What follows belongs to an exercise in optimizing a design on an open flow for small area, a short achievable clock period and few clock cycles; a production flow would make more cautious choices.
The RTL was checked by simulation tests, not by an equivalence proof against the original design.
No activity file was given, so power comes from the tool's default toggle rates.

$ cat flow/config.mk
export PLATFORM = sky130hd
export DESIGN_NAME = alu64
export DESIGN_NICKNAME = alu64
export VERILOG_FILES = /design/flow/design.v
export SDC_FILE = /design/flow/constraint.sdc
export NUM_CORES = 4
export LEC_CHECK = 0
export CAP_MARGIN = 20
export CORE_MARGIN = 2
export CORE_UTILIZATION = 40
export CTS_BUF_LIST = sky130_fd_sc_hd__clkbuf_4
export SETUP_SLACK_MARGIN = 5
export SLEW_MARGIN = 20
export BUFFER_PORTS_ARGS = -buffer_cell sky130_fd_sc_hd__buf_1
$ cat flow/constraint.sdc
create_clock -name core_clock -period 10.0 [get_ports {clk}]
set_input_delay 2.0000 -clock core_clock [delete_from_list [all_inputs] [get_ports {clk}]]
set_output_delay 2.0000 -clock core_clock [all_outputs]
set_load 0.01 [all_outputs]
$ cat flow/design.v
`default_nettype none
package alu_pkg;
  localparam int word_w = 64;
  localparam int iter_w = 7;
  localparam logic [iter_w-1:0] iter_last = iter_w'(word_w - 1);
  typedef logic [word_w-1:0]   word_t;
  typedef logic [2*word_w-1:0] dword_t;
  typedef logic [4:0]          alu_op_t;
  localparam int op_count = 26;
  localparam alu_op_t op_inc    = 5'd0;
  localparam alu_op_t op_dec    = 5'd1;
  localparam alu_op_t op_mul    = 5'd2;
  localparam alu_op_t op_msw    = 5'd3;
  localparam alu_op_t op_div    = 5'd4;
  localparam alu_op_t op_rem    = 5'd5;
  localparam alu_op_t op_add    = 5'd6;
  localparam alu_op_t op_sub    = 5'd7;
  localparam alu_op_t op_and    = 5'd8;
  localparam alu_op_t op_or     = 5'd9;
  localparam alu_op_t op_xor    = 5'd10;
  localparam alu_op_t op_not    = 5'd11;
  localparam alu_op_t op_neg    = 5'd12;
  localparam alu_op_t op_lshl   = 5'd13;
  localparam alu_op_t op_lshr   = 5'd14;
  localparam alu_op_t op_ashl   = 5'd15;
  localparam alu_op_t op_ashr   = 5'd16;
  localparam alu_op_t op_zeros  = 5'd17;
  localparam alu_op_t op_ones   = 5'd18;
  localparam alu_op_t op_pass_r = 5'd19;
  localparam alu_op_t op_pass_s = 5'd20;
  localparam alu_op_t op_nand   = 5'd21;
  localparam alu_op_t op_nor    = 5'd22;
  localparam alu_op_t op_xnor   = 5'd23;
  localparam alu_op_t op_ror    = 5'd24;
  localparam alu_op_t op_rol    = 5'd25;
  typedef enum logic [1:0] {ctrl_idle, ctrl_busy, ctrl_done} ctrl_state_e;
  typedef enum logic [1:0] {md_idle, md_run, md_fix} md_state_e;
endpackage
`default_nettype wire
`timescale 1ns/1ps
`default_nettype none
module alu_logic_unit (
  input  wire alu_pkg::alu_op_t op,
  input  wire logic             kill,
  input  wire alu_pkg::word_t   r,
  input  wire alu_pkg::word_t   s,
  output alu_pkg::word_t        y,
  output logic                  c,
  output logic                  v
);
  localparam int msb = alu_pkg::word_w - 1;
  logic [3:0]     tbl;
  logic           shl, shr, lo_in, hi_in, ashl;
  alu_pkg::word_t x;
  always_comb begin
    tbl   = 4'b1010;    
    shl   = 1'b0;
    shr   = 1'b0;
    ashl  = 1'b0;
    lo_in = 1'b0;
    hi_in = 1'b0;
    c     = 1'b0;
    v     = 1'b0;
    case (op)
      alu_pkg::op_and:    tbl = 4'b1000;
      alu_pkg::op_or:     tbl = 4'b1110;
      alu_pkg::op_xor:    tbl = 4'b0110;
      alu_pkg::op_not:    tbl = 4'b0101;
      alu_pkg::op_nand:   tbl = 4'b0111;
      alu_pkg::op_nor:    tbl = 4'b0001;
      alu_pkg::op_xnor:   tbl = 4'b1001;
      alu_pkg::op_zeros:  tbl = 4'b0000;
      alu_pkg::op_ones:   tbl = 4'b1111;
      alu_pkg::op_pass_r, alu_pkg::op_inc, alu_pkg::op_dec, alu_pkg::op_mul,
      alu_pkg::op_msw, alu_pkg::op_div, alu_pkg::op_rem, alu_pkg::op_add,
      alu_pkg::op_sub, alu_pkg::op_neg: tbl = 4'b1100;
      alu_pkg::op_lshl: begin shl = 1'b1; c = s[msb]; end
      alu_pkg::op_rol:  begin shl = 1'b1; c = s[msb]; lo_in = s[msb]; end
      alu_pkg::op_ashl: begin
        shl  = 1'b1;
        ashl = 1'b1;
        c    = s[msb-1];
        v    = s[msb] ^ s[msb-1];
      end
      alu_pkg::op_lshr: begin shr = 1'b1; c = s[0]; end
      alu_pkg::op_ashr: begin shr = 1'b1; c = s[0]; hi_in = s[msb]; end
      alu_pkg::op_ror:  begin shr = 1'b1; c = s[0]; hi_in = s[0]; end
      default: ;
    endcase
    if (kill) tbl = 4'b0000;
  end
  always_comb begin
    if (shl)      x = {s[msb-1:0], lo_in};
    else if (shr) x = {hi_in, s[msb:1]};
    else          x = s;
    if (ashl) x[msb] = s[msb];
    for (int i = 0; i <= msb; i++) y[i] = tbl[{r[i], x[i]}];
  end
endmodule
module bk_add #(parameter int W = 66) (
  input  wire logic [W-1:0] a,
  input  wire logic [W-1:0] b,
  input  wire logic         ci,
  output logic      [W-1:0] sum
);
  logic [W:0] g, p;
  always_comb begin
    g = {a & b, ci};
    p = {a ^ b, 1'b0};
    for (int l = 0; (1 << l) < W + 1; l++) begin
      for (int i = (2 << l) - 1; i < W + 1; i += (2 << l)) begin
        g[i] = g[i] | (p[i] & g[i - (1 << l)]);
        p[i] = p[i] & p[i - (1 << l)];
      end
    end
    for (int l = 6; l >= 0; l--) begin
      for (int i = (3 << l) - 1; i < W + 1; i += (2 << l)) begin
        g[i] = g[i] | (p[i] & g[i - (1 << l)]);
        p[i] = p[i] & p[i - (1 << l)];
      end
    end
  end
  assign sum = a ^ b ^ g[W-1:0];
endmodule
module lt_cmp #(parameter int W = 64) (
  input  wire logic [W-1:0] a,
  input  wire logic [W-1:0] b,
  output logic              lt
);
  logic [W-1:0] g, p;
  always_comb begin
    g = a & ~b;
    p = a | ~b;
    for (int l = 0; (1 << l) < W; l++) begin
      for (int i = (2 << l) - 1; i < W; i += (2 << l)) begin
        g[i] = g[i] | (p[i] & g[i - (1 << l)]);
        p[i] = p[i] & p[i - (1 << l)];
      end
    end
    lt = ~(g[W-1] | p[W-1]);
  end
endmodule
`default_nettype wire
`timescale 1ns/1ps
`default_nettype none
module alu64 (
  input  wire logic             clk,
  input  wire logic             rst_n,
  input  wire logic             req,
  input  wire alu_pkg::alu_op_t op,
  input  wire alu_pkg::word_t   r,
  input  wire alu_pkg::word_t   s,
  output logic                  ack,
  output alu_pkg::word_t        y,
  output logic                  c,
  output logic                  n,
  output logic                  z,
  output logic                  v
);
  localparam int msb = alu_pkg::word_w - 1;
  localparam int S_IDLE = 0, S_EXEC = 1, S_ABS = 2, S_MUL = 3, S_DIV = 4, S_DFIX = 5,
                 S_DONE = 6;
  logic [6:0]           st;
  alu_pkg::alu_op_t     op_q;
  alu_pkg::word_t       opnd;    
  alu_pkg::word_t       hi;      
  logic [6:0]           cnt;     
  logic                 qneg;    
  logic                 zr;      
  logic                 dz;      
  logic                 st_n, st_z, st_dz;
  logic                 k_aen, k_ahi, k_ashl;  
  logic                 k_ainv;
  logic                 k_one, k_two, k_neg, k_sgn, k_cin;
  logic                 k_mskip;           
  logic in_mul, in_div, in_md, in_msw, in_rem, in_arith;
  logic r_zero, s_zero;
  assign in_mul   = (op == alu_pkg::op_mul);
  assign in_div   = (op == alu_pkg::op_div);
  assign in_md    = in_mul | in_div;
  assign in_msw   = (op == alu_pkg::op_msw);
  assign in_rem   = (op == alu_pkg::op_rem);
  assign in_arith = (op == alu_pkg::op_inc) || (op == alu_pkg::op_dec) ||
                    (op == alu_pkg::op_add) || (op == alu_pkg::op_sub) ||
                    (op == alu_pkg::op_neg);
  assign r_zero   = (r == '0);
  assign s_zero   = (s == '0);
  alu_pkg::word_t lu_y;
  logic           lu_c, lu_v;
  alu_logic_unit u_logic (
    .op (op), .kill (in_rem && st_dz), .r (r), .s (s), .y (lu_y), .c (lu_c), .v (lu_v)
  );
  logic [65:0]          a66, b66, pp66, sum66;
  alu_pkg::word_t       ay;
  logic                 cout;
  assign ay = (({64{k_aen}} & y) | ({64{k_ahi}} & hi) |
               ({64{k_ashl}} & {hi[msb-1:0], y[msb]})) ^ {64{k_ainv}};
  assign a66 = {{2{k_ahi & hi[msb]}}, ay};
  always_comb begin
    if (k_two)      pp66 = {opnd[msb], opnd, 1'b0};
    else if (k_one) pp66 = {{2{k_sgn & opnd[msb]}}, opnd};
    else            pp66 = '0;
  end
  assign b66 = pp66 ^ {66{k_neg}};
  bk_add #(.W(66)) u_add (.a (a66), .b (b66), .ci (k_cin), .sum (sum66));
  assign cout = sum66[64] ^ k_neg;
  logic [63:0] zp, zt;
  logic        ar_z;
  assign zp   = ay ^ b66[63:0];
  assign zt   = ay | b66[63:0];
  assign ar_z = (zp == {zt[62:0], k_cin});
  alu_pkg::word_t       ar;
  logic                 ar_c, ar_v;
  always_comb begin
    ar   = sum66[msb:0];
    ar_c = 1'b0;
    ar_v = 1'b0;
    case (op_q)
      alu_pkg::op_inc: begin
        ar_c = cout;
        ar_v = ~opnd[msb] & ar[msb];
      end
      alu_pkg::op_dec: begin
        ar_c = ~cout;
        ar_v = opnd[msb] & ~ar[msb];
      end
      alu_pkg::op_add: begin
        ar_c = cout;
        ar_v = (y[msb] == opnd[msb]) & (ar[msb] != y[msb]);
      end
      alu_pkg::op_sub: begin
        ar_c = ~cout;
        ar_v = (y[msb] != opnd[msb]) & (ar[msb] != y[msb]);
      end
      default: ar_v = opnd[msb] & ar[msb];    
    endcase
  end
  logic div_skip, div_lt8, last;
  lt_cmp #(.W(64)) u_cmp (.a ({hi[msb-8:0], y[msb:msb-7]}), .b (opnd), .lt (div_lt8));
  assign div_skip = (cnt >= 7'd8) && (hi[msb-1:msb-7] == '0) && div_lt8;
  always_comb begin
    if (st[S_MUL]) last = k_mskip ? (cnt == 7'd8) : (cnt == 7'd2);
    else           last = div_skip ? (cnt == 7'd8) : (cnt == 7'd1);
  end
  logic [8:0] nwin;
  logic [6:0] ncnt;
  logic       nskip;
  function automatic logic [2:0] booth(input logic [2:0] b);
    booth = {b[1] ^ b[0], (b == 3'b011) || (b == 3'b100), b[2] & ~(b[1] & b[0])};
  endfunction
  always_ff @(posedge clk) begin
    k_aen   <= 1'b0;
    k_ahi   <= 1'b0;
    k_ashl  <= 1'b1;
    k_ainv  <= 1'b0;
    k_one   <= 1'b1;
    k_two   <= 1'b0;
    k_neg   <= 1'b1;
    k_sgn   <= 1'b0;
    k_cin   <= 1'b1;
    k_mskip <= 1'b0;
    if (st[S_IDLE]) begin
      op_q <= op;
      opnd <= s;
      cnt  <= 7'd64;
      qneg <= r[msb] ^ s[msb];
      zr   <= in_div ? r_zero : (r_zero | s_zero);
      dz   <= s_zero;
      if (in_mul) begin
        k_ahi                   <= 1'b1;
        k_ashl                  <= 1'b0;
        k_sgn                   <= 1'b1;
        {k_one, k_two, k_neg}   <= booth({r[1:0], 1'b0});
        k_cin                   <= r[1];
        k_mskip                 <= (r[7:0] == 8'h00);
      end else if (!in_div || r[msb] || s[msb] || s_zero) begin
        k_ashl  <= 1'b0;
        k_aen   <= (op == alu_pkg::op_add) || (op == alu_pkg::op_sub) || (in_div && !s_zero);
        k_ainv  <= (op == alu_pkg::op_dec) || (in_div && r[msb] && !s_zero);
        k_one   <= !in_div;
        k_neg   <= (op == alu_pkg::op_sub) || (op == alu_pkg::op_neg);
        k_cin   <= (op == alu_pkg::op_sub) || (op == alu_pkg::op_neg) ||
                   (op == alu_pkg::op_inc) || (in_div && r[msb] && !s_zero);
      end
    end
    if (st[S_EXEC]) begin
      if (op_q == alu_pkg::op_div && !dz) begin
        if (opnd[msb]) begin
          k_ashl  <= 1'b0;
          k_cin   <= 1'b1;
        end
      end
    end
    if (st[S_ABS]) opnd <= sum66[msb:0];
    if (st[S_MUL]) begin
      cnt <= k_mskip ? cnt - 7'd8 : cnt - 7'd2;
      k_ahi                    <= 1'b1;
      k_ashl                   <= 1'b0;
      k_sgn                    <= 1'b1;
      {k_one, k_two, k_neg}    <= booth(nwin[2:0]);
      k_cin                    <= nwin[2] & ~(nwin[1] & nwin[0]);
      k_mskip                  <= nskip;
    end
    if (st[S_DIV]) begin
      cnt <= div_skip ? cnt - 7'd8 : cnt - 7'd1;
      if (last) begin
        k_ashl  <= 1'b0;
        k_aen   <= 1'b1;
        k_ainv  <= 1'b1;
        k_one   <= 1'b0;
        k_neg   <= 1'b0;
      end
    end
    y            <= y_idle_st ? y_idle : y_busy;
    {c, n, z, v} <= y_idle_st ? f_idle : f_busy;
  end
  alu_pkg::word_t y_idle, y_busy;
  logic [3:0]     f_idle, f_busy;
  logic           y_idle_st;
  assign y_idle_st = st[S_IDLE];
  always_comb begin
    y_idle = (in_msw || (in_rem && !st_dz)) ? hi : lu_y;
    if (in_msw || (in_rem && !st_dz)) f_idle = {1'b0, st_n, st_z, 1'b0};
    else if (in_rem)                  f_idle = 4'b0001;
    else                              f_idle = {lu_c, lu_y[msb], lu_y == '0, lu_v};
    y_busy = y;
    f_busy = {c, n, z, v};
    if (st[S_EXEC]) begin
      y_busy = sum66[msb:0];
      if (op_q != alu_pkg::op_div) f_busy = {ar_c, ar[msb], ar_z, ar_v};
      else if (dz)                 f_busy = 4'b0001;
    end
    if (st[S_MUL]) begin
      if (k_mskip) begin
        y_busy = {hi[7:0], y[msb:8]};
        f_busy = {1'b0, hi[msb], zr, 1'b0};
      end else begin
        y_busy = {sum66[1:0], y[msb:2]};
        f_busy = {1'b0, sum66[65], zr, 1'b0};
      end
    end
    if (st[S_DIV]) begin
      if (div_skip) begin
        y_busy = {y[msb-8:0], 8'h00};
        f_busy = {1'b0, y[msb-8], zr, 1'b0};
      end else begin
        y_busy = {y[msb-1:0], ~sum66[65]};
        f_busy = {1'b0, y[msb-1], zr, 1'b0};
      end
    end
    if (st[S_DFIX]) begin
      y_busy = sum66[msb:0];
      f_busy = {1'b0, sum66[msb], zr, 1'b0};
    end
  end
  always_comb begin
    if (k_mskip) begin
      nwin = y[15:7];
      ncnt = cnt - 7'd8;
    end else begin
      nwin = y[9:1];
      ncnt = cnt - 7'd2;
    end
    nskip = (ncnt >= 7'd8) && (nwin == '0 || nwin == '1);
  end
  always_ff @(posedge clk) begin
    if (!rst_n) begin
      st    <= 7'b1 << S_IDLE;
      ack   <= 1'b0;
      hi    <= '0;
      st_n  <= 1'b0;
      st_z  <= 1'b0;
      st_dz <= 1'b0;
    end else begin
      if (st[S_IDLE] && req) begin
        st <= '0;
        if (in_md) hi <= '0;
        if (in_mul) begin
          st[S_MUL] <= 1'b1;
        end else if (in_div) begin
          if (r[msb] || s[msb] || s_zero) st[S_EXEC] <= 1'b1;
          else                            st[S_DIV]  <= 1'b1;
        end else if (in_arith) begin
          st[S_EXEC] <= 1'b1;
        end else begin
          ack       <= 1'b1;
          st[S_DONE] <= 1'b1;
        end
      end
      if (st[S_EXEC]) begin
        st <= '0;
        if (op_q != alu_pkg::op_div) begin
          ack        <= 1'b1;
          st[S_DONE] <= 1'b1;
        end else if (dz) begin
          st_n       <= 1'b0;
          st_z       <= 1'b1;
          st_dz      <= 1'b1;
          ack        <= 1'b1;
          st[S_DONE] <= 1'b1;
        end else if (opnd[msb]) begin
          st[S_ABS] <= 1'b1;
        end else begin
          st[S_DIV] <= 1'b1;
        end
      end
      if (st[S_ABS]) st <= 7'b1 << S_DIV;
      if (st[S_MUL]) begin
        hi <= k_mskip ? {{8{hi[msb]}}, hi[msb:8]} : sum66[65:2];
        if (last) begin
          st_n  <= k_mskip ? hi[msb] : sum66[65];
          st_z  <= zr;
          st_dz <= 1'b0;
          ack   <= 1'b1;
          st    <= 7'b1 << S_DONE;
        end
      end
      if (st[S_DIV]) begin
        if (div_skip)        hi <= {hi[msb-8:0], y[msb:msb-7]};
        else if (sum66[65])  hi <= {hi[msb-1:0], y[msb]};
        else                 hi <= sum66[msb:0];
        if (last) begin
          if (qneg) begin
            st <= 7'b1 << S_DFIX;
          end else begin
            st_n  <= div_skip ? y[msb-8] : y[msb-1];
            st_z  <= zr;
            st_dz <= 1'b0;
            ack   <= 1'b1;
            st    <= 7'b1 << S_DONE;
          end
        end
      end
      if (st[S_DFIX]) begin
        st_n  <= sum66[msb];
        st_z  <= zr;
        st_dz <= 1'b0;
        ack   <= 1'b1;
        st    <= 7'b1 << S_DONE;
      end
      if (st[S_DONE] && !req) begin
        ack <= 1'b0;
        st  <= 7'b1 << S_IDLE;
      end
    end
  end
endmodule
`default_nettype wire
$ cat flow/flow/run.sh
#!/bin/bash
# The standard ORFS layout (standard.sh), with one change: the port buffers
# are sky130_fd_sc_hd__buf_1 instead of the cell buffer_ports picks by default.
# make's output goes to standard.log; ORFS keeps each step's log under orfs/logs.
set -euo pipefail
echo "export BUFFER_PORTS_ARGS = -buffer_cell sky130_fd_sc_hd__buf_1" >> config.mk
bash standard.sh > standard.log 2>&1
$ cat flow/standard.sh
#!/bin/bash
# synth_recipe.tcl (not shown) runs the flow's synth.tcl, then flattens the netlist and writes it again
# the make line also repeats each setting of config.mk as NAME=value (left out here)
make -C /OpenROAD-flow-scripts/flow DESIGN_CONFIG=/design/flow/config.mk WORK_HOME=/design/flow/orfs CLKGATE_MAP_FILE= SYNTH_SCRIPT=/design/flow/synth_recipe.tcl "${@:-finish}"
==> reports/metrics.json <==
{
  "status": "timing/DRC/antenna clean",
  "finalWorstPathRequiredPeriod_ps": 5140,
  "largest_net_degree_at_the_start_of_global_routing": 69,
  "post-route-period-util_pct": 51.4,
  "synthTopCellsByCount": "318 x nand2_1, 241 x a21oi_1, 226 x clkbuf_1",
  "clock-sinks": 231,
  "synth.lib_cells_used.distinct": 86,
  "hold_buffers": 0,
  "place_worst_setup_slack_ps": 3220,
  "dieWidth_um": 264,
  "r2r_slack_ps": 4860,
  "worst_r2r_endpoint": "v$_DFFE_PP_",
  "reported_max_cap_violation_count": 0,
  "synth_top_cells_by_area": "edfxtp_1 16%, ha_1 6.4%, dfxtp_1 6.2%",
  "power.combinational.fraction_pct": 48.3,
  "cellPowerDensity_nw_per_um2": 161,
  "synth.top_cell.area_share_pct": 16.3,
  "cts_made_buffers": 69,
  "cell_depth_of_the_worst_hold_path": 1,
  "dr_total_vias": 30618,
  "yosysSeqAreaShare_pct": 22.5,
  "reg2regPathDepth": 20,
  "timing.critical_path.required_ps": 10680,
  "synth_simple_gate_area_share_pct": 14.3,
  "synthesis.area_per_instance_um2": 8.20,
  "row_count": 95,
  "final_core_util_pct": 46.2,
  "syn_inst": 3308,
  "num-nets-final": 3747,
  "synth_top_family_by_area": "compound AO/OA/AOI/OAI gates",
  "finalMaxSlewViolations": 0,
  "drive_above_1_share_pct": 15.1,
  "cts_root_buffer": "clkbuf_4",
  "io-pin-count": 205,
  "synth_fa_ha_area_share_pct": 9.06,
  "synth-main-ff-cell": "edfxtp_1",
  "vdd_drop_max_mv": 0.0948,
  "worst-setup-path-type": "register to register",
  "crit_path_max_delay_family": "compound AO/OA/AOI/OAI gates",
  "drt_first_pass_iters": 10,
  "setup_slack_after_layout_ps": 4860,
  "starting_utilization_of_the_core_area_pct": 40.4,
  "totalWireLength_um": 143000,
  "finalHoldViolations": 0,
  "vias_in_the_first_global_route": 28492,
  "cts_tree": "yes",
  "gr-usage-all-layers_pct": 39.0,
  "grt_overflow_total": 0,
  "netlist.top_cell.by_area": "edfxtp_1",
  "timing.critical_path.slowest_cell_delay_ps": 560,
  "post_synth_mux_area_share_pct": 13.4,
  "timing.fmax_mhz": 195,
  "ys_async_sr_fraction_pct": 0,
  "holdCritStartpoint": "ack$_SDFF_PP0_",
  "yosysMostFrequentCell": "nand2_1",
  "timing.critical_path.slowest_stage_cell": "fa_2",
  "via_per_inst": 7.00,
  "io_buffer_count": 204,
  "fp.dieH_um": 264,
  "coreArea_um2": 67200,
  "power.sequential.fraction_pct": 29.6,
  "reg2reg_from": "k_two$_DFF_P_",
  "crit_path_cell_trace": "buf_12, nor2b_4, buf_4, nand2_1, xor2_1, fa_2, nor2b_4, o31a_1, o21ai_2, o31a_1, o31a_1, o31a_1, or2_4, o31ai_4, fa_2, nand3b_1, nand2_1, a32oi_1, o32a_1, o32ai_2",
  "cellLeakagePower_uw": 0.0118,
  "crit_arrival_ps": 5820,
  "power.net_switching_uw": 2330,
  "globalplace.congestion": 0.993,
  "clock_power_share_pct": 22.1,
  "slew_headroom_pct": 19.2,
  "routed_wire_length_per_instance_um": 32.6,
  "fp.dieArea_um2": 69900,
  "dpl-instance-area_um2": 28300,
  "cp-end-kind": "register",
  "synth_area_um2": 27100,
  "finClkSkew_ps": 86.9,
  "worstHoldPathType": "register to register",
  "drtIter0Drc": 5142,
  "final.hold.worst_slack_ps": 488,
  "synth.ff_latch_count": 231,
  "finalSetupViolations": 0,
  "final_routed_drc_violation_total": 0,
  "clk_transition_reported_paths_ps": 70,
  "final.fill_count": 6717,
  "timing.critical_path.buf_inv": 2,
  "ctsHtreeMaxLevel": 3,
  "grt_antenna_before_repair": 13,
  "synthXorXnorAreaFrac_pct": 6.88,
  "clock_tree.buffer_depth": 3,
  "p_int_uw": 2660,
  "synth-edff-count": 147,
  "worst_tran_pin_value_ps": 1210,
  "synth-compound-area-share_pct": 26.2,
  "area_added_between_synthesis_and_finish_pct": 14.3,
  "worstHoldEndpoint": "ack$_SDFF_PP0_",
  "clk-insertion-delay-late_ps": 860,
  "fin_setup_tns_ps": 0,
  "layout.cell_area.non_filler_um2": 31000,
  "cp_common_cell": "o31a_1",
  "synth_fp_nets": 3615,
  "grt_pass1_wl_um": 201000,
  "yosys_warnings": 4,
  "setup_repair_after_global_routing_missed_its_margin": "true",
  "setup.worst_path.start_class": "register",
  "power_switching_share_pct": 46.7,
  "critical_path.max_fanout": 12,
  "dp.final_hpwl_um": 97500,
  "antenna_violating_nets_post_route": 0
}
-- power groups by stage --
stage / Combinational [uW] / Clock (uW) / Sequential [uW]
CTS: 2170 / 1100 / 1440
global route: 2520 / 1140 / 1460
global placement: 2060 / 0 / 1480
finish: 2410 / 1100 / 1470
detailed placement: 2060 / 0 / 1480
floorplan: 1340 / 0 / 1310
-- layer usage --
metal / share of wire, % / up-vias / GRT usage (%)
li1: - / 12635 / -
met1: 36 / 14602 / 48.7
met2: 41 / 2714 / 56.1
met3: 15 / 661 / 14.0
met4: 8.3 / 6 / 26.3
met5: 0.024 / - / 0
-- logic make-up (layout without fill, tap and decap cells) --
kind of cell / after synthesis / in the layout
other cells: 0 / 6
xor+xnor: 213 / 213
compound gates: 1040 / 1041
flops: 231 / 231
fa+ha+maj: 178 / 178
buf+inv: 534 / 716
simple gates: 834 / 838
mux: 278 / 278
-- layout make-up --
cell class	instances	area, um^2	area share, %
clock buffers	113	848	2.74
diodes	6	15.0	0.0484
repair buffers	366	2430	7.84
inverters	224	843	2.72
multi-input cells	2548	19500	62.9
flip-flops and latches	231	6140	19.8
well taps	873	1090	3.52
clock inverters	13	135	0.436
-- worst reg2reg max path, stage by stage (launching register included) --
cell      delay (ps)
dfxtp_4          390
buf_12           170
nor2b_4          150
buf_4            140
nand2_1           60
xor2_1           180
fa_2             420
nor2b_4          130
o31a_1           200
o21ai_2          100
o31a_1           350
o31a_1           350
o31a_1           380
or2_4            270
o31ai_4          250
fa_2             560
nand3b_1         200
nand2_1           70
a32oi_1           60
o32a_1           320
o32ai_2          190
-- cell usage in the layout (no fill, tap or decap), types with 20 or more instances in the layout --
cell	netlist	final
o21a_1	38	37
a21o_1	43	43
fa_1	33	20
o22a_1	26	26
a222oi_1	67	67
a211oi_1	33	27
mux4_2	63	63
nor4_1	49	49
a22oi_1	75	74
nand4_1	45	45
o21ai_0	154	129
nand3_1	25	24
dfxtp_1	84	70
nand2b_1	50	49
edfxtp_1	147	147
o21ai_1	4	24
xnor2_1	178	168
clkbuf_4	0	113
a32oi_1	30	30
nor2b_1	32	29
mux2i_1	165	165
buf_1	37	200
inv_1	223	222
ha_1	138	130
buf_4	2	125
mux2_2	49	47
xor2_1	35	34
a31oi_1	68	68
nand2_1	318	317
o211ai_1	67	67
o22ai_1	50	50
nor2_1	213	207
a21oi_1	241	230
o221ai_1	55	54
nor3_1	41	36
-- registers in the layout, indices dropped and copies added (netlist names), 5 cells and up --
| signal | flops |
|---|---|
| cnt | 7 |
| y | 64 |
| st | 7 |
| opnd | 64 |
| hi | 64 |
| op_q | 5 |
-- per-stage QoR --
stage                     std cells  total power, uW
after floorplan                3308             2650
after global placement         4127             3540
after detailed placement       4127             3540
after CTS                      4302             4710
after global routing           4370             5120
final                          4374             4990
-- how the worst max path moves through the flow --
| stage | end | cells past startpoint | slack (ps) | start |
|---|---|---|---|---|
| after floorplan | n$_DFFE_PP_ | 18 | 5000 | k_ainv$_DFF_P_ |
| after global placement | v$_DFFE_PP_ | 19 | 3290 | k_two$_DFF_P_ |
| after detailed placement | v$_DFFE_PP_ | 19 | 3220 | k_two$_DFF_P_ |
| after CTS | v$_DFFE_PP_ | 20 | 4960 | k_two$_DFF_P_ |
| after global routing | v$_DFFE_PP_ | 19 | 4710 | k_aen$_DFF_P_ |
| final | v$_DFFE_PP_ | 20 | 4860 | k_two$_DFF_P_ |
-- what timing repair did --
action | 4_1_cts | 5_1_grt
endpoints found under the setup margin | 172 | 104
resized for setup | 71 | 116
gates cloned | 9 | 2
endpoints found under the hold margin | 0 | 0
pin swaps | 30 | 95
setup buffers | 40 | 64
Testbench counts, summed over its fixed seeds: cycles 21,966.

## separate check: timing with driven ports
No port has a modelled driver above. Below, the same layout with a new extraction and two added sets of constraints. Step 1: set_driving_cell puts a clkbuf_16 on clk and a buf_2 on each other input, an assumption about the parent block. Step 2 adds t to the input delays and takes it off the output delays; t is the mean of the earliest and latest rising clock arrival at the registers after step 1. Input paths then give back, and output paths get back, about the clock's delay inside the block. Slacks: ideal ports / drivers / drivers and shift; pairs: ideal ports / drivers.
t, ns: 0.881
slack for setup (ns): 4.861 / 4.861 / 4.244
latest minus earliest clock arrival (ns): 0.087 / 0.087
slew at the worst register clock pin (ns): 0.08 / 0.08
worst slew at a driven data input, ns: 0.07
After both steps setup and hold are still met in this run. For this run, drivers alone change the setup slack by 0.000 ns; drivers and shift together by -0.617 ns.
